From an optimization exercise on the open Yosys and OpenROAD flow, aimed at small area, a short achievable clock period and few clock cycles per item; shortcuts taken in it are not production practice.
In this exercise RTL edits were held to simulation tests only and were not proved equivalent to the original.

==> flow/design.v (outline; a module is shown in full before it is edited, if it fits) <==
// module fft_fp_half: 13 lines
// module fft_fp_butterfly: 15 lines
// module fft_fp_tw: 1572 lines
// module fft_fp: 265 lines
module fft_fp #(
  parameter int unsigned LOG2_NS = 4,
  parameter int unsigned NS      = 16,
  parameter int unsigned DATA_W  = 18,
  parameter int unsigned FRAC_W  = 12,
  parameter int unsigned TW_W    = 16
) (
  input  logic                     clk,
  input  logic                     rst_n,
  input  logic                     start,
  input  logic                     inverse,
  input  logic                     in_valid,
  output logic                     in_ready,
  input  logic signed [DATA_W-1:0] in_re,
  input  logic signed [DATA_W-1:0] in_im,
  output logic                     out_valid,
  input  logic                     out_ready,
  output logic signed [DATA_W-1:0] out_re,
  output logic signed [DATA_W-1:0] out_im,
  output logic                     out_last,
  output logic                     busy
);
  // ...
==> flow/run.sh <==
#!/bin/bash
# synth_recipe.tcl (not shown) runs the flow's synth.tcl, then flattens the netlist and writes it again
# the make line also repeats each setting of config.mk as NAME=value (left out here)
make -C /OpenROAD-flow-scripts/flow DESIGN_CONFIG=/design/flow/config.mk WORK_HOME=/design/flow/orfs CLKGATE_MAP_FILE= SYNTH_SCRIPT=/design/flow/synth_recipe.tcl finish
==> flow/config.mk <==
export PLATFORM = sky130hd
export DESIGN_NAME = fft_fp
export DESIGN_NICKNAME = fft_fp
export VERILOG_FILES = /design/flow/design.v
export SDC_FILE = /design/flow/constraint.sdc
export NUM_CORES = 4
export LEC_CHECK = 0
export CAP_MARGIN = 20
export CORE_MARGIN = 2
export CORE_UTILIZATION = 40
export SLEW_MARGIN = 20
==> flow/constraint.sdc <==
create_clock -name core_clock -period 20.0 [get_ports {clk}]
set_input_delay 4.0000 -clock core_clock [delete_from_list [all_inputs] [get_ports {clk}]]
set_output_delay 4.0000 -clock core_clock [all_outputs]
set_load 0.01 [all_outputs]
==> impl_metrics.tcl, run 1 <==
set metrics [dict create \
    insertion_delay_ps 730 \
    rsz0062_at_grt "no" \
    status "complete, no violations" \
    ys_seq_elements 696 \
    synth_edf_count 36 \
    grt_max_degree 225 \
    cts.sinks 696 \
    vias 53532 \
    wl_met2_um 103000 \
    signal_buffers 146 \
    fin_tns_setup_ps 0 \
    final.period_utilization_pct 50.2 \
    place_area_um2 66500 \
    crit_path_end_kind "flip-flop" \
    placed_cells 9161 \
    fmax_ghz 0.0995 \
    gr-total-overflow 0 \
    crit_path_max_fanout 36 \
    r2r_slack_ps 9950 \
    fin_util_pct 43.7 \
    fp.dieH_um 404 \
    synth_mux_area_share_pct 12.8 \
    critPathMaxStageDelay_ps 880 \
    top_register "sr_q" \
    min_to "sr_q[1][6]" \
    inverters 843 \
    nWellTaps 2072 \
    cpMostUsedCell "fa_1" \
    cts_tree "done" \
    initial_core_util_pct 40.3 \
]
Testbench counts, summed over its fixed seeds: cycles 2,496, transforms 64.
==> module fft_fp, before the edit <==
module fft_fp #(
  parameter int unsigned LOG2_NS = 4,
  parameter int unsigned NS      = 16,
  parameter int unsigned DATA_W  = 18,
  parameter int unsigned FRAC_W  = 12,
  parameter int unsigned TW_W    = 16
) (
  input  logic                     clk,
  input  logic                     rst_n,
  input  logic                     start,
  input  logic                     inverse,
  input  logic                     in_valid,
  output logic                     in_ready,
  input  logic signed [DATA_W-1:0] in_re,
  input  logic signed [DATA_W-1:0] in_im,
  output logic                     out_valid,
  input  logic                     out_ready,
  output logic signed [DATA_W-1:0] out_re,
  output logic signed [DATA_W-1:0] out_im,
  output logic                     out_last,
  output logic                     busy
);
  if (NS != 16 || LOG2_NS != 4 || DATA_W != 18 || TW_W != 16) begin : g_chk
    $error("fft_fp: only the 16-point, 18-bit, 16-bit-twiddle configuration is supported");
  end
  logic        run_q, inv_q, ov_q, last_q;
  logic [3:0]  ph_q;      
  logic [4:0]  n_q;       
  logic [4:0]  t_q;       
  logic [1:0]  lp_q;      
  logic [4:0]  c_q;       
  logic [35:0] sr_q [16];
  logic [35:0] oq_q;
  logic [37:0] prod_q;
  logic        rdy_q, ldok_q;
  logic        f_s0w, f_st1, f_loop, f_s2e, f_s2o;
  logic        ev_prd, ev_w4, od_prd, od_w4;
  logic        tw_prd, tw_b14, tw_b1, tw_asel;
  logic        t_swp, t_c13, t_c2, t_sub, t_sxr, t_syr, t_sxi, t_syi;
  logic acc, ld_out;
  always_comb begin
    acc    = rdy_q && in_valid;
    ld_out = ldok_q && (!ov_q || out_ready);
  end
  logic [35:0] s0_a, s0_b;
  fft_fp_butterfly u_s0 (
    .a_i(sr_q[8]), .tr_i({sr_q[0][35], sr_q[0][35:18]}), .ti_i({sr_q[0][17], sr_q[0][17:0]}),
    .nr_i(1'b0), .ni_i(1'b0), .inv_i(inv_q), .a_o(s0_a), .b_o(s0_b));
  logic [35:0] pe_b_ev, pe_b_od, pe_a_od;
  logic [18:0] ev_tr, ev_ti, od_tr, od_ti;
  logic        ev_nr, ev_ni, od_nr, od_ni;
  always_comb begin
    pe_b_ev = f_st1 ? s0_b : sr_q[2];
    pe_b_od = f_st1 ? s0_a : sr_q[5];
    pe_a_od = f_st1 ? sr_q[12] : sr_q[7];
    if (ev_prd) begin
      {ev_tr, ev_ti, ev_nr, ev_ni} = {prod_q[37:19], prod_q[18:0], 1'b0, 1'b0};
    end else if (ev_w4) begin
      {ev_tr, ev_ti, ev_nr, ev_ni} = {pe_b_ev[17], pe_b_ev[17:0], pe_b_ev[35], pe_b_ev[35:18],
                                      inv_q, !inv_q};
    end else begin
      {ev_tr, ev_ti, ev_nr, ev_ni} = {pe_b_ev[35], pe_b_ev[35:18], pe_b_ev[17], pe_b_ev[17:0],
                                      1'b0, 1'b0};
    end
    if (od_prd) begin
      {od_tr, od_ti, od_nr, od_ni} = {prod_q[37:19], prod_q[18:0], 1'b0, 1'b0};
    end else if (od_w4) begin
      {od_tr, od_ti, od_nr, od_ni} = {pe_b_od[17], pe_b_od[17:0], pe_b_od[35], pe_b_od[35:18],
                                      inv_q, !inv_q};
    end else begin
      {od_tr, od_ti, od_nr, od_ni} = {pe_b_od[35], pe_b_od[35:18], pe_b_od[17], pe_b_od[17:0],
                                      1'b0, 1'b0};
    end
  end
  logic [35:0] ev_a, ev_b, od_a, od_b;
  fft_fp_butterfly u_pe (.a_i(sr_q[4]), .tr_i(ev_tr), .ti_i(ev_ti), .nr_i(ev_nr), .ni_i(ev_ni),
                         .inv_i(inv_q), .a_o(ev_a), .b_o(ev_b));
  fft_fp_butterfly u_po (.a_i(pe_a_od), .tr_i(od_tr), .ti_i(od_ti), .nr_i(od_nr), .ni_i(od_ni),
                         .inv_i(inv_q), .a_o(od_a), .b_o(od_b));
  logic [35:0] tw_a, tw_b;
  always_comb begin
    tw_b = tw_b14 ? sr_q[14] : tw_b1 ? sr_q[1] : sr_q[3];
    tw_a = tw_prd ? 36'd0 : tw_asel ? sr_q[2] : sr_q[4];
  end
  logic [32:0] tw_sr, tw_si;
  fft_fp_tw u_tw (
    .a_i(tw_a), .b_i(tw_b), .swp(t_swp), .c13(t_c13), .c2(t_c2), .a_en(!tw_prd),
    .sub(t_sub), .inv3(inv_q && !tw_prd),
    .sx_r(t_sxr), .sy_r(t_syr), .sx_i(t_sxi), .sy_i(t_syi),
    .s_r(tw_sr), .s_i(tw_si));
  logic [35:0] x_res;
  always_comb begin
    x_res = inv_q ? {tw_sr[32:15], tw_si[32:15]} : {tw_sr[31:14], tw_si[31:14]};
  end
  always_ff @(posedge clk) begin
    begin
      if (!f_loop) begin
        sr_q[0] <= acc ? {in_re, in_im} : sr_q[15];
        for (int j = 1; j < 16; j++) sr_q[j] <= sr_q[j-1];
        if (f_s0w) begin
          sr_q[9] <= s0_a;
          sr_q[1] <= s0_b;
        end
        if (f_st1) begin
          sr_q[1]  <= od_a;
          sr_q[9]  <= od_b;
          sr_q[13] <= ev_a;
          sr_q[5]  <= ev_b;
        end
      end else begin
        for (int j = 0; j < 16; j++) sr_q[j] <= sr_q[(j+12)%16];
        if (f_s2e) begin
          sr_q[8] <= ev_a;
          sr_q[6] <= ev_b;
        end
        if (f_s2o) begin
          sr_q[11] <= od_a;
          sr_q[9]  <= od_b;
        end
      end
      prod_q <= {tw_sr[32:14], tw_si[32:14]};
    end
  end
  always_ff @(posedge clk) begin
    if (ld_out) oq_q <= x_res;
  end
  logic        run_d, inv_d, ov_d;
  logic [3:0]  ph_d;
  logic [4:0]  n_d, t_d, c_d;
  logic [1:0]  lp_d;
  always_comb begin
    run_d = run_q;
    inv_d = inv_q;
    ov_d  = ov_q;
    ph_d  = ph_q + 4'd1;
    n_d   = n_q;
    t_d   = t_q;
    c_d   = c_q;
    lp_d  = (t_q == 5'd20) ? 2'd0 : lp_q + 2'd1;
    if (!run_q) begin
      if (start) begin
        run_d = 1'b1;
        inv_d = inverse;
        ph_d  = '0;
        n_d   = '0;
        t_d   = '0;
        c_d   = '0;
      end
    end else begin
      if (acc) n_d = n_q + 5'd1;
      if (acc && n_q == 5'd15) t_d = 5'd16;
      else if (t_q != 5'd0 && t_q != 5'd22) t_d = t_q + 5'd1;
      if (ld_out) begin
        ov_d = 1'b1;
        c_d  = c_q + 5'd1;
      end else if (out_ready) begin
        ov_d = 1'b0;
        if (ov_q && c_q[4]) run_d = 1'b0;
      end
    end
  end
  logic       prd_d;
  logic [2:0] k_d;
  logic [1:0] e_ev_d, e_od_d;
  logic       swp_d, sxr_d, syr_d, sxi_d, syi_d, sub_d;
  always_comb begin
    prd_d  = (t_d >= 5'd17) && (t_d <= 5'd20);
    e_ev_d = 2'(t_d - 5'd17);
    e_od_d = 2'(t_d - 5'd18);
    if (prd_d) begin
      k_d   = {(t_d >= 5'd19), 2'b10};
      sub_d = 1'b0;
    end else begin
      k_d   = {c_d[2], c_d[1:0]};
      sub_d = c_d[3];
    end
    case (k_d)
      3'd0:    {swp_d, sxr_d, syr_d, sxi_d, syi_d} = {1'b0, 1'b0, 1'b0, 1'b0, 1'b0};
      3'd4:    {swp_d, sxr_d, syr_d, sxi_d, syi_d} = {1'b1, inv_d, 1'b0, !inv_d, 1'b0};
      3'd2:    {swp_d, sxr_d, syr_d, sxi_d, syi_d} = {1'b0, 1'b0, inv_d, 1'b0, !inv_d};
      3'd6:    {swp_d, sxr_d, syr_d, sxi_d, syi_d} = {1'b0, 1'b1, inv_d, 1'b1, !inv_d};
      3'd1:    {swp_d, sxr_d, syr_d, sxi_d, syi_d} = {1'b0, 1'b0, inv_d, 1'b0, !inv_d};
      3'd3:    {swp_d, sxr_d, syr_d, sxi_d, syi_d} = {1'b1, inv_d, 1'b0, !inv_d, 1'b0};
      3'd5:    {swp_d, sxr_d, syr_d, sxi_d, syi_d} = {1'b1, inv_d, 1'b1, !inv_d, 1'b1};
      default: {swp_d, sxr_d, syr_d, sxi_d, syi_d} = {1'b0, 1'b1, inv_d, 1'b1, !inv_d};
    endcase
  end
  always_ff @(posedge clk or negedge rst_n) begin
    if (!rst_n) begin
      run_q  <= 1'b0;
      inv_q  <= 1'b0;
      ov_q   <= 1'b0;
      last_q <= 1'b0;
      ph_q   <= '0;
      n_q    <= '0;
      t_q    <= '0;
      lp_q   <= '0;
      c_q    <= '0;
      rdy_q  <= 1'b0;
      ldok_q <= 1'b0;
      f_s0w  <= 1'b0;
      f_st1  <= 1'b0;
      f_loop <= 1'b0;
      f_s2e  <= 1'b0;
      f_s2o  <= 1'b0;
      ev_prd <= 1'b0;
      ev_w4  <= 1'b0;
      od_prd <= 1'b0;
      od_w4  <= 1'b0;
      tw_prd <= 1'b0;
      tw_b14 <= 1'b0;
      tw_b1  <= 1'b0;
      tw_asel <= 1'b0;
      t_swp  <= 1'b0;
      t_c13  <= 1'b0;
      t_c2   <= 1'b0;
      t_sub  <= 1'b0;
      t_sxr  <= 1'b0;
      t_syr  <= 1'b0;
      t_sxi  <= 1'b0;
      t_syi  <= 1'b0;
    end else begin
      run_q  <= run_d;
      inv_q  <= inv_d;
      ov_q   <= ov_d;
      last_q <= ov_d && c_d[4];
      ph_q   <= ph_d;
      n_q    <= n_d;
      t_q    <= t_d;
      lp_q   <= lp_d;
      c_q    <= c_d;
      rdy_q  <= run_d && !n_d[4] && (ph_d == n_d[3:0]);
      ldok_q <= run_d && (t_d >= 5'd21) && !c_d[4] && (lp_d == c_d[1:0]);
      f_s0w  <= acc && (n_q >= 5'd8) && (n_q <= 5'd11);
      f_st1  <= acc && (n_q >= 5'd12);
      f_loop <= (t_d >= 5'd17);
      f_s2e  <= prd_d;
      f_s2o  <= (t_d >= 5'd18) && (t_d <= 5'd21);
      ev_prd <= prd_d && e_ev_d[0];
      ev_w4  <= (acc && (n_q >= 5'd12)) || (prd_d && (e_ev_d == 2'd2));
      od_prd <= (t_d >= 5'd18) && (t_d <= 5'd21) && e_od_d[0];
      od_w4  <= (t_d >= 5'd18) && (t_d <= 5'd21) && (e_od_d == 2'd2);
      tw_prd <= prd_d;
      tw_b14 <= prd_d && t_d[0];
      tw_b1  <= prd_d ? !t_d[0] : c_d[2];
      tw_asel <= c_d[2];
      t_swp  <= swp_d;
      t_c13  <= k_d[0];
      t_c2   <= (k_d[1:0] == 2'b10);
      t_sub  <= sub_d;
      t_sxr  <= sxr_d ^ sub_d;
      t_syr  <= syr_d ^ sub_d;
      t_sxi  <= sxi_d ^ sub_d;
      t_syi  <= syi_d ^ sub_d;
    end
  end
  always_comb begin
    busy      = run_q;
    in_ready  = rdy_q;
    out_valid = ov_q;
    out_last  = last_q;
    out_re    = oq_q[35:18];
    out_im    = oq_q[17:0];
  end
endmodule
==> inputs of run 2 (changes only) <==
--- a/flow/design.v
+++ b/flow/design.v
@@ -1635,7 +1635,8 @@
   logic        rdy_q, ldok_q;
   logic        f_s0w, f_st1, f_loop, f_s2e, f_s2o;
   logic        ev_prd, ev_w4, od_prd, od_w4;
-  logic        tw_prd, tw_b14, tw_b1, tw_asel;
+  logic        tw_prd, tw_asel;
+  logic [35:0] b_q;       
   logic        t_swp, t_c13, t_c2, t_sub, t_sxr, t_syr, t_sxi, t_syi;
   logic acc, ld_out;
   always_comb begin
@@ -1677,14 +1678,13 @@
                          .inv_i(inv_q), .a_o(ev_a), .b_o(ev_b));
   fft_fp_butterfly u_po (.a_i(pe_a_od), .tr_i(od_tr), .ti_i(od_ti), .nr_i(od_nr), .ni_i(od_ni),
                          .inv_i(inv_q), .a_o(od_a), .b_o(od_b));
-  logic [35:0] tw_a, tw_b;
+  logic [35:0] tw_a;
   always_comb begin
-    tw_b = tw_b14 ? sr_q[14] : tw_b1 ? sr_q[1] : sr_q[3];
     tw_a = tw_prd ? 36'd0 : tw_asel ? sr_q[2] : sr_q[4];
   end
   logic [32:0] tw_sr, tw_si;
   fft_fp_tw u_tw (
-    .a_i(tw_a), .b_i(tw_b), .swp(t_swp), .c13(t_c13), .c2(t_c2), .a_en(!tw_prd),
+    .a_i(tw_a), .b_i(b_q), .swp(1'b0), .c13(t_c13), .c2(t_c2), .a_en(!tw_prd),
     .sub(t_sub), .inv3(inv_q && !tw_prd),
     .sx_r(t_sxr), .sy_r(t_syr), .sx_i(t_sxi), .sy_i(t_syi),
     .s_r(tw_sr), .s_i(tw_si));
@@ -1723,6 +1723,7 @@
   end
   always_ff @(posedge clk) begin
     if (ld_out) oq_q <= x_res;
+    b_q <= b_d;
   end
   logic        run_d, inv_d, ov_d;
   logic [3:0]  ph_d;
@@ -1759,11 +1760,14 @@
       end
     end
   end
-  logic       prd_d;
+  logic [4:0] c_n;
+  logic       prd_d, ldok_d, rdy_d;
+  logic [35:0] b_d;
   logic [2:0] k_d;
   logic [1:0] e_ev_d, e_od_d;
   logic       swp_d, sxr_d, syr_d, sxi_d, syi_d, sub_d;
   always_comb begin
+    c_n    = ldok_q ? c_q + 5'd1 : c_q;
     prd_d  = (t_d >= 5'd17) && (t_d <= 5'd20);
     e_ev_d = 2'(t_d - 5'd17);
     e_od_d = 2'(t_d - 5'd18);
@@ -1771,8 +1775,8 @@
       k_d   = {(t_d >= 5'd19), 2'b10};
       sub_d = 1'b0;
     end else begin
-      k_d   = {c_d[2], c_d[1:0]};
-      sub_d = c_d[3];
+      k_d   = {c_n[2], c_n[1:0]};
+      sub_d = c_n[3];
     end
     case (k_d)
       3'd0:    {swp_d, sxr_d, syr_d, sxi_d, syi_d} = {1'b0, 1'b0, 1'b0, 1'b0, 1'b0};
@@ -1784,6 +1788,15 @@
       3'd5:    {swp_d, sxr_d, syr_d, sxi_d, syi_d} = {1'b1, inv_d, 1'b1, !inv_d, 1'b1};
       default: {swp_d, sxr_d, syr_d, sxi_d, syi_d} = {1'b0, 1'b1, inv_d, 1'b1, !inv_d};
     endcase
+    if (prd_d) b_d = (t_d == 5'd19) ? sr_q[10] : sr_q[13];
+    else       b_d = c_n[2] ? sr_q[13] : sr_q[15];
+    if (swp_d) b_d = {b_d[17:0], b_d[35:18]};
+    if (!run_q) rdy_d = start;
+    else if (acc) rdy_d = (n_q != 5'd15);
+    else rdy_d = !n_q[4] && (4'(ph_q + 4'd1) == n_q[3:0]);
+    if (!run_q || t_d < 5'd21) ldok_d = 1'b0;
+    else if (ld_out) ldok_d = !(c_q == 5'd15);
+    else ldok_d = !c_q[4] && (2'(lp_d) == c_q[1:0]);
   end
   always_ff @(posedge clk or negedge rst_n) begin
     if (!rst_n) begin
@@ -1808,8 +1821,6 @@
       od_prd <= 1'b0;
       od_w4  <= 1'b0;
       tw_prd <= 1'b0;
-      tw_b14 <= 1'b0;
-      tw_b1  <= 1'b0;
       tw_asel <= 1'b0;
       t_swp  <= 1'b0;
       t_c13  <= 1'b0;
@@ -1829,8 +1840,8 @@
       t_q    <= t_d;
       lp_q   <= lp_d;
       c_q    <= c_d;
-      rdy_q  <= run_d && !n_d[4] && (ph_d == n_d[3:0]);
-      ldok_q <= run_d && (t_d >= 5'd21) && !c_d[4] && (lp_d == c_d[1:0]);
+      rdy_q  <= rdy_d;
+      ldok_q <= ldok_d;
       f_s0w  <= acc && (n_q >= 5'd8) && (n_q <= 5'd11);
       f_st1  <= acc && (n_q >= 5'd12);
       f_loop <= (t_d >= 5'd17);
@@ -1841,9 +1852,7 @@
       od_prd <= (t_d >= 5'd18) && (t_d <= 5'd21) && e_od_d[0];
       od_w4  <= (t_d >= 5'd18) && (t_d <= 5'd21) && (e_od_d == 2'd2);
       tw_prd <= prd_d;
-      tw_b14 <= prd_d && t_d[0];
-      tw_b1  <= prd_d ? !t_d[0] : c_d[2];
-      tw_asel <= c_d[2];
+      tw_asel <= c_n[2];
       t_swp  <= swp_d;
       t_c13  <= k_d[0];
       t_c2   <= (k_d[1:0] == 2'b10);
==> run 2 against run 1 <==
- register-to-register slack improved by 1400 ps
- area after synthesis rose by 1.1%
- wire length down 3.2%
- count of clock-buffer cells in the layout is 21 higher
- via count decreased by 0.35%
- still clean on timing, DRC and antenna
- flip-flop and latch count is 34 higher
- critical path depth decreased by 9
- largest cell class unchanged
- first-iteration DRC count fell by 6.5%
==> impl_metrics.tcl, run 2 <==
set metrics [dict create \
    initial_core_util_pct 40.2 \
    io_buffer_count 81 \
    dieArea_um2 165000 \
    avgSynthCellArea_um2 8.74 \
    finalMaxSlewViolations 0 \
    placed_cells 9345 \
    critical_path_required_ps 20440 \
    hold_violations 0 \
    fp.dieH_um 406 \
    ys_seq_elements 730 \
    cpMostUsedCell "fa_1" \
    layout-drive-gt1-share_pct 9.88 \
    cts.sinks 730 \
    final.period_utilization_pct 43.1 \
    synth_edf_count 36 \
    path_cells "buf_4 -> nor2_2 -> nor2_1 -> fa_1 -> inv_1 -> fa_1 -> fa_1 -> inv_1 -> fa_1 -> fa_1 -> ha_1 -> and3_1 -> nand3_1 -> nor4b_1 -> o311ai_1 -> a211oi_1 -> o21ai_1 -> a22oi_1 -> a21oi_1 -> o311a_1" \
    insertion_delay_ps 740 \
    rows 147 \
    largest_reg_flops 576 \
    yosysSeqAreaShare_pct 23.5 \
    synth_ff_type "dfxtp_1" \
    gp_congestion 1.02 \
    hold_class "flip-flop to flip-flop" \
    vias 53344 \
    cp_num_buf_inv 3 \
    crit_type "flip-flop to flip-flop" \
    cts_resized 0 \
    cp_slowest_cell "nor2_2" \
    yosys.area.top_type "dfxtp_1" \
    cts_tree "done" \
    crit_path_end_kind "flip-flop" \
    synth_fp_nets 8407 \
    final_common_cell "inv_1" \
    largestRegisters "sr_q x576, prod_q x38" \
    crit_path_max_fanout 79 \
    synth.distinct_cells 98 \
    drv_cap 0 \
    fmax_ghz 0.116 \
    status "complete, no violations" \
    clk_pin_slew_ps 70 \
    ctsHoldBuffers 0 \
    area_delta_synth_final_pct 8.85 \
    clock-root-buffer "clkbuf_16" \
    gr-total-overflow 0 \
    synth_area_leaders "dfxtp_1 20%, fa_1 14%, ha_1 10%" \
    tightest_slew_ps 1210 \
    synth.most_common_cell "inv_1" \
    worstPathArrival_ps 9070 \
    setup_violations 0 \
    startpoint_type "flip-flop" \
    slew_headroom_pct 18.5 \
    via_per_inst 5.62 \
    io_pins 82 \
    grt_pass1_vias 53136 \
    critPathMaxStageDelay_ps 940 \
    grt_util_all_layers_pct 28.2 \
    cts_buffers 83 \
    drt_iter0_drc 4785 \
    rsz0062_at_grt "no" \
    finClkSkew_ps 64.8 \
    ys_warn_count 4 \
    grt_antenna_before_repair 9 \
    synth_top_area_share_pct 20.2 \
    grt_max_degree 99 \
    grt_pass1_wl_um 346000 \
    nNetsFinal 8289 \
    cts_max_level 3 \
    wl_um 234000 \
    most-common-layout-cells "838 x inv_1, 679 x nor2_1, 650 x dfxtp_1, 606 x nand2_1, 517 x ha_1" \
    antenna_left 0 \
    postCtsSetupBuffers 0 \
    die_w_um 406 \
    post-route-drc-count 0 \
    hpwl_um 187000 \
    wl_per_cell_um 24.6 \
    fin_cells 9499 \
    drt_pre_antenna_iters 6 \
    fin_tns_setup_ps 0 \
    postSynthCellCount 7388 \
    layout_min_cycle_time_ps 8630 \
    cpLargestDelayFamily "adder cells" \
    cts_buffer_depth 3 \
    async_flop_share_pct 6.03 \
    synth_common_cells "840 x inv_1, 680 x nor2_1, 650 x dfxtp_1" \
    syn_area_um2 64500 \
    core_um2 160000 \
    top_register "sr_q" \
]
-- run 2: metal layers --
layer | share of wire (%) | vias to the layer above | GRT usage [%]
met1 | 42 | 26123 | 36.7
met4 | 5.0 | 10 | 12.6
met3 | 7.7 | 440 | 5.85
met5 | 0.032 | - | 0
met2 | 45 | 1853 | 45.0
li1 | - | 24918 | -
-- run 2: final timing paths --
path	slack, ps	to	cells after the start	from
min in group asynchronous	3420	f_st1	2	rst_n
max in group asynchronous	16100	inv_q	2	rst_n
min	460	sr_q[2][14]	1	sr_q[14][14]
max reg2reg	11370	oq_q[17]	20	t_c13
min reg2reg	460	sr_q[2][14]	1	sr_q[14][14]
max	11370	oq_q[17]	20	t_c13
-- run 2: cell type report --
class                   count  area, um^2
clock inverters            28         332
flip-flops and latches    730       15200
multi-input cells        5444       44800
diodes                      2        5.00
fillers                 15988       90100
well taps                2160        2700
clock buffers             124        2460
repair buffers            168        1480
inverters                 843        3180
-- run 2: cells by family (layout without fill, tap and decap cells) --
kind of cell,after synthesis,count (layout),share of synthesized area [%]
AOI/OAI and AO/OA,1703,1703,16.8
other,0,2,0
muxes,692,692,11.5
buffers and inverters,1214,1163,7.08
adders and majority gates,977,977,24.3
xor gates and xnor gates,407,407,5.66
DFF,730,730,23.5
and+or+nand+nor,1665,1665,11.0
-- run 2: per-stage QoR --
stage          util [%]  area, um^2  setup WS (ps)  hold slack, ps
4_1_cts            43.8       70200          11410             453
5_1_grt            43.8       70200          10890             478
3_5_place_dp       42.0       67400          11450             446
3_3_place_gp       42.0       67400          11030             438
2_1_floorplan         -       64500          12460             424
6_report           43.8       70200          11370             459
Testbench counts of run 2, summed over its fixed seeds: cycles 2,496, transforms 64.
==> inputs of run 3 (changes only) <==
--- a/flow/design.v
+++ b/flow/design.v
@@ -1651,9 +1651,9 @@
   logic [18:0] ev_tr, ev_ti, od_tr, od_ti;
   logic        ev_nr, ev_ni, od_nr, od_ni;
   always_comb begin
-    pe_b_ev = f_st1 ? s0_b : sr_q[2];
-    pe_b_od = f_st1 ? s0_a : sr_q[5];
-    pe_a_od = f_st1 ? sr_q[12] : sr_q[7];
+    pe_b_ev = f_st1 ? sr_q[1] : sr_q[3];
+    pe_b_od = f_st1 ? sr_q[9] : sr_q[6];
+    pe_a_od = f_st1 ? sr_q[13] : sr_q[8];
     if (ev_prd) begin
       {ev_tr, ev_ti, ev_nr, ev_ni} = {prod_q[37:19], prod_q[18:0], 1'b0, 1'b0};
     end else if (ev_w4) begin
@@ -1674,13 +1674,13 @@
     end
   end
   logic [35:0] ev_a, ev_b, od_a, od_b;
-  fft_fp_butterfly u_pe (.a_i(sr_q[4]), .tr_i(ev_tr), .ti_i(ev_ti), .nr_i(ev_nr), .ni_i(ev_ni),
+  fft_fp_butterfly u_pe (.a_i(sr_q[5]), .tr_i(ev_tr), .ti_i(ev_ti), .nr_i(ev_nr), .ni_i(ev_ni),
                          .inv_i(inv_q), .a_o(ev_a), .b_o(ev_b));
   fft_fp_butterfly u_po (.a_i(pe_a_od), .tr_i(od_tr), .ti_i(od_ti), .nr_i(od_nr), .ni_i(od_ni),
                          .inv_i(inv_q), .a_o(od_a), .b_o(od_b));
   logic [35:0] tw_a;
   always_comb begin
-    tw_a = tw_prd ? 36'd0 : tw_asel ? sr_q[2] : sr_q[4];
+    tw_a = tw_prd ? 36'd0 : tw_asel ? sr_q[3] : sr_q[5];
   end
   logic [32:0] tw_sr, tw_si;
   fft_fp_tw u_tw (
@@ -1702,20 +1702,20 @@
           sr_q[1] <= s0_b;
         end
         if (f_st1) begin
-          sr_q[1]  <= od_a;
-          sr_q[9]  <= od_b;
-          sr_q[13] <= ev_a;
-          sr_q[5]  <= ev_b;
+          sr_q[2]  <= od_a;
+          sr_q[10] <= od_b;
+          sr_q[14] <= ev_a;
+          sr_q[6]  <= ev_b;
         end
       end else begin
         for (int j = 0; j < 16; j++) sr_q[j] <= sr_q[(j+12)%16];
         if (f_s2e) begin
-          sr_q[8] <= ev_a;
-          sr_q[6] <= ev_b;
+          sr_q[9] <= ev_a;
+          sr_q[7] <= ev_b;
         end
         if (f_s2o) begin
-          sr_q[11] <= od_a;
-          sr_q[9]  <= od_b;
+          sr_q[12] <= od_a;
+          sr_q[10] <= od_b;
         end
       end
       prod_q <= {tw_sr[32:14], tw_si[32:14]};
@@ -1737,7 +1737,7 @@
     n_d   = n_q;
     t_d   = t_q;
     c_d   = c_q;
-    lp_d  = (t_q == 5'd20) ? 2'd0 : lp_q + 2'd1;
+    lp_d  = (t_q == 5'd21) ? 2'd0 : lp_q + 2'd1;
     if (!run_q) begin
       if (start) begin
         run_d = 1'b1;
@@ -1750,7 +1750,7 @@
     end else begin
       if (acc) n_d = n_q + 5'd1;
       if (acc && n_q == 5'd15) t_d = 5'd16;
-      else if (t_q != 5'd0 && t_q != 5'd22) t_d = t_q + 5'd1;
+      else if (t_q != 5'd0 && t_q != 5'd23) t_d = t_q + 5'd1;
       if (ld_out) begin
         ov_d = 1'b1;
         c_d  = c_q + 5'd1;
@@ -1765,14 +1765,17 @@
   logic [35:0] b_d;
   logic [2:0] k_d;
   logic [1:0] e_ev_d, e_od_d;
+  logic       s2o_d, st1_d;
   logic       swp_d, sxr_d, syr_d, sxi_d, syi_d, sub_d;
   always_comb begin
     c_n    = ldok_q ? c_q + 5'd1 : c_q;
-    prd_d  = (t_d >= 5'd17) && (t_d <= 5'd20);
-    e_ev_d = 2'(t_d - 5'd17);
-    e_od_d = 2'(t_d - 5'd18);
+    prd_d  = (t_d >= 5'd18) && (t_d <= 5'd21);
+    s2o_d  = (t_d >= 5'd19) && (t_d <= 5'd22);
+    st1_d  = f_s0w && (n_q >= 5'd13);
+    e_ev_d = 2'(t_d - 5'd18);
+    e_od_d = 2'(t_d - 5'd19);
     if (prd_d) begin
-      k_d   = {(t_d >= 5'd19), 2'b10};
+      k_d   = {(t_d >= 5'd20), 2'b10};
       sub_d = 1'b0;
     end else begin
       k_d   = {c_n[2], c_n[1:0]};
@@ -1788,13 +1791,13 @@
       3'd5:    {swp_d, sxr_d, syr_d, sxi_d, syi_d} = {1'b1, inv_d, 1'b1, !inv_d, 1'b1};
       default: {swp_d, sxr_d, syr_d, sxi_d, syi_d} = {1'b0, 1'b1, inv_d, 1'b1, !inv_d};
     endcase
-    if (prd_d) b_d = (t_d == 5'd19) ? sr_q[10] : sr_q[13];
-    else       b_d = c_n[2] ? sr_q[13] : sr_q[15];
+    if (prd_d) b_d = (t_d == 5'd20) ? sr_q[11] : sr_q[14];
+    else       b_d = c_n[2] ? sr_q[14] : sr_q[0];
     if (swp_d) b_d = {b_d[17:0], b_d[35:18]};
     if (!run_q) rdy_d = start;
     else if (acc) rdy_d = (n_q != 5'd15);
     else rdy_d = !n_q[4] && (4'(ph_q + 4'd1) == n_q[3:0]);
-    if (!run_q || t_d < 5'd21) ldok_d = 1'b0;
+    if (!run_q || t_d < 5'd22) ldok_d = 1'b0;
     else if (ld_out) ldok_d = !(c_q == 5'd15);
     else ldok_d = !c_q[4] && (2'(lp_d) == c_q[1:0]);
   end
@@ -1842,15 +1845,15 @@
       c_q    <= c_d;
       rdy_q  <= rdy_d;
       ldok_q <= ldok_d;
-      f_s0w  <= acc && (n_q >= 5'd8) && (n_q <= 5'd11);
-      f_st1  <= acc && (n_q >= 5'd12);
-      f_loop <= (t_d >= 5'd17);
+      f_s0w  <= acc && (n_q >= 5'd8);
+      f_st1  <= st1_d;
+      f_loop <= (t_d >= 5'd18);
       f_s2e  <= prd_d;
-      f_s2o  <= (t_d >= 5'd18) && (t_d <= 5'd21);
+      f_s2o  <= s2o_d;
       ev_prd <= prd_d && e_ev_d[0];
-      ev_w4  <= (acc && (n_q >= 5'd12)) || (prd_d && (e_ev_d == 2'd2));
-      od_prd <= (t_d >= 5'd18) && (t_d <= 5'd21) && e_od_d[0];
-      od_w4  <= (t_d >= 5'd18) && (t_d <= 5'd21) && (e_od_d == 2'd2);
+      ev_w4  <= st1_d || (prd_d && (e_ev_d == 2'd2));
+      od_prd <= s2o_d && e_od_d[0];
+      od_w4  <= s2o_d && (e_od_d == 2'd2);
       tw_prd <= prd_d;
       tw_asel <= c_n[2];
       t_swp  <= swp_d;
==> run 3 against run 2 <==
- core utilization shrank 0.19 points
- critical path depth rose by 4
- register-to-register slack improved by 190 ps
- worst setup slack better by 190 ps
- cell count down 3.1%
- synthesized cell count decreased by 2.5%
- die area down 1.5%
- critical path type unchanged
- wire length shrank 1.0%
- fmax grew 2.3%
- still clean on timing, DRC and antenna
==> impl_metrics.tcl, run 3 <==
set metrics [dict create \
    r2r-end "oq_q[16]" \
    ys_warn_count 4 \
    crit_path_end_kind "flip-flop" \
    synth.most_common_cell "inv_1" \
    final_common_cell "inv_1" \
    core_um2 158000 \
    area_delta_synth_final_pct 8.49 \
    status "complete, no violations" \
    yosys.area.top_type "dfxtp_1" \
    gp_congestion 0.983 \
    dr_wl_met3_um 20400 \
    tightest_slew_ps 1190 \
    cts_tree "done" \
    io_pins 82 \
    drt_iter0_drc 5909 \
    largest_reg_flops 576 \
    hpwl_um 181000 \
    synth_edf_count 36 \
    fin_util_pct 43.6 \
    slew_headroom_pct 20.1 \
    fin_tns_setup_ps 0 \
    min_to "sr_q[6][4]" \
    cts_buffers 80 \
    finalMaxSlewViolations 0 \
    vias 52729 \
    crit_type "flip-flop to flip-flop" \
    avgSynthCellArea_um2 8.83 \
    crit_path_max_fanout 66 \
    path_cells "inv_2 -> buf_4 -> nand2_1 -> nand2_1 -> nand2_1 -> a32o_1 -> fa_1 -> fa_1 -> inv_1 -> fa_1 -> inv_1 -> fa_1 -> fa_1 -> ha_1 -> o21ai_0 -> nand2b_1 -> nor3b_1 -> a22oi_1 -> nand3_1 -> a31oi_1 -> o21ai_0 -> a21oi_1 -> xor2_1 -> o21ai_0" \
    cpMostUsedCell "fa_1" \
    r2r_cells 24 \
    postCtsSetupBuffers 0 \
    cts_buffer_depth 3 \
    synth_top_area_share_pct 20.5 \
    ys_seq_elements 730 \
    finClkSkew_ps 33.0 \
    cts_max_level 3 \
    grt_pass1_vias 51396 \
    fp.dieH_um 403 \
    critical_path_required_ps 20400 \
    hold_start "sr_q[2][4]" \
    postSynthCellCount 7203 \
    layout-drive-gt1-share_pct 9.62 \
    most-common-layout-cells "832 x inv_1, 650 x dfxtp_1, 591 x nor2_1, 561 x nand2_1, 517 x ha_1" \
    cts.sinks 730 \
    cts_resized 0 \
    die_w_um 403 \
    r2r_slack_ps 11560 \
    grt_util_all_layers_pct 28.1 \
    wl_per_cell_um 25.2 \
    clock-root-buffer "clkbuf_16" \
    gr-total-overflow 0 \
    setup_violations 0 \
    antenna_left 0 \
    post-route-drc-count 0 \
    hold_class "flip-flop to flip-flop" \
    fillCellCount 15600 \
    critPathMaxStageDelay_ps 760 \
    grt_antenna_before_repair 9 \
    fmax_ghz 0.119 \
    yosysSeqAreaShare_pct 23.9 \
    synth_ff_type "dfxtp_1" \
    synth.distinct_cells 98 \
    hold_violations 0 \
    via_per_inst 5.73 \
    ctsHoldBuffers 0 \
    worstPathArrival_ps 8830 \
    drt_pre_antenna_iters 6 \
    rsz0062_at_grt "no" \
    insertion_delay_ps 710 \
    top_register "sr_q" \
    grt_pass1_wl_um 342000 \
    largestRegisters "sr_q x576, prod_q x38" \
    reg2reg_from "t_c2" \
    layout_min_cycle_time_ps 8440 \
    cp_slowest_cell "dfrtp_4" \
    syn_area_um2 63600 \
    synth_fp_nets 8222 \
    multi_input_area_um2 43900 \
    grt_max_degree 197 \
    wl_um 232000 \
    wl_met2_um 96700 \
    synth_area_leaders "dfxtp_1 20%, fa_1 14%, ha_1 10%" \
    io_buffer_count 81 \
    startpoint_type "flip-flop" \
    initial_core_util_pct 40.2 \
    synth_common_cells "837 x inv_1, 650 x dfxtp_1, 594 x nor2_1" \
    dieArea_um2 162000 \
    final.period_utilization_pct 42.2 \
    top_layer "met5" \
    seq_area_um2 15200 \
    worst_hold_path.num_cells 2 \
    clk_pin_slew_ps 70 \
    drv_cap 0 \
    nNetsFinal 8086 \
    wl_met1_um 105000 \
    async_flop_share_pct 6.03 \
    rows 146 \
]
run 3: metal layers:
layer | global-route usage, % | vias up
met5 | 0 | -
met4 | 10.5 | 4
li1 | - | 24178
met2 | 41.2 | 2327
met1 | 40.9 | 25884
met3 | 5.23 | 336
run 3: cell type report:
type / instances / area share [%]
antenna: 2 / 0.00725
clock buffer: 109 / 3.26
clock inverter: 39 / 0.776
inverter: 839 / 4.58
multi-input combinational: 5270 / 63.6
sequential: 730 / 22.1
tap: 2072 / 3.76
timing repair buffer: 146 / 1.93
run 3: stage by stage:
step | setup slack, ps | hold WS (ps) | instance area, um^2 | cells
after floorplan | 12120 | 421 | 63600 | 7203
after global placement | 11760 | 433 | 66200 | 9057
after detailed placement | 11740 | 439 | 66200 | 9057
after CTS | 11690 | 456 | 69000 | 9205
after global routing | 11170 | 471 | 69000 | 9205
final | 11560 | 452 | 69000 | 9207
run 3: worst max-delay path: cells and delay by family, from the launching register on:
family	cells	cell delay [ps]
AO/OA/AOI/OAI	7	2000
flip-flops	1	760
buffers and inverters	4	870
XOR/XNOR	1	230
AND/OR/NAND/NOR	6	1510
adder cells (fa/ha/maj)	6	2670
run 3: kinds of logic after synthesis:
logic type	synth area share [%]
XOR/XNOR	5.72
multiplexers	11.3
buffers and inverters	7.18
AND/OR/NAND/NOR	10.3
flip-flops	23.9
adder cells (fa/ha/maj)	24.7
AO/OA/AOI/OAI	16.9
run 3: worst max-delay path by stage:
stage	startpoint	end	slack [ps]	depth (start not counted)
global placement	t_c2	oq_q[33]	11760	25
global route	t_c2	oq_q[16]	11170	24
detailed placement	t_c2	oq_q[33]	11740	23
finish	t_c2	oq_q[16]	11560	24
floorplan	out_ready	last_q	12120	7
CTS	t_c2	oq_q[16]	11690	24
Testbench counts of run 3, summed over its fixed seeds: cycles 2,560, transforms 64.

## what the ideal ports hide
The flow's constraints put no driver on any port. The routed layouts listed below were extracted and timed again, unchanged, in two steps. Step 1: set_driving_cell puts a clkbuf_16 on clk and a buf_2 on each other input, an assumption about the parent block. Step 2 also shifts input and output timing later by t, the mid clock arrival at the registers, as if the neighbouring blocks saw the same clock. Slacks: ideal / step 1 / step 2; pairs: ideal / step 1.
| run | t (ns) | slack for setup (ns) | worst hold slack (ns) | clock arrival spread, ns | worst register clock-pin slew, ns |
|---|---|---|---|---|---|
| run 1 | 0.781 | 9.954 / 9.954 / 9.954 | 0.440 / 0.440 / 0.440 | 0.052 / 0.052 | 0.07 / 0.07 |
| run 2 | 0.789 | 11.370 / 11.370 / 11.370 | 0.459 / 0.459 / 0.459 | 0.069 / 0.068 | 0.07 / 0.07 |
| run 3 | 0.774 | 11.564 / 11.564 / 11.564 | 0.452 / 0.452 / 0.452 | 0.033 / 0.033 | 0.07 / 0.07 |
After both steps setup and hold are still met in every run listed.
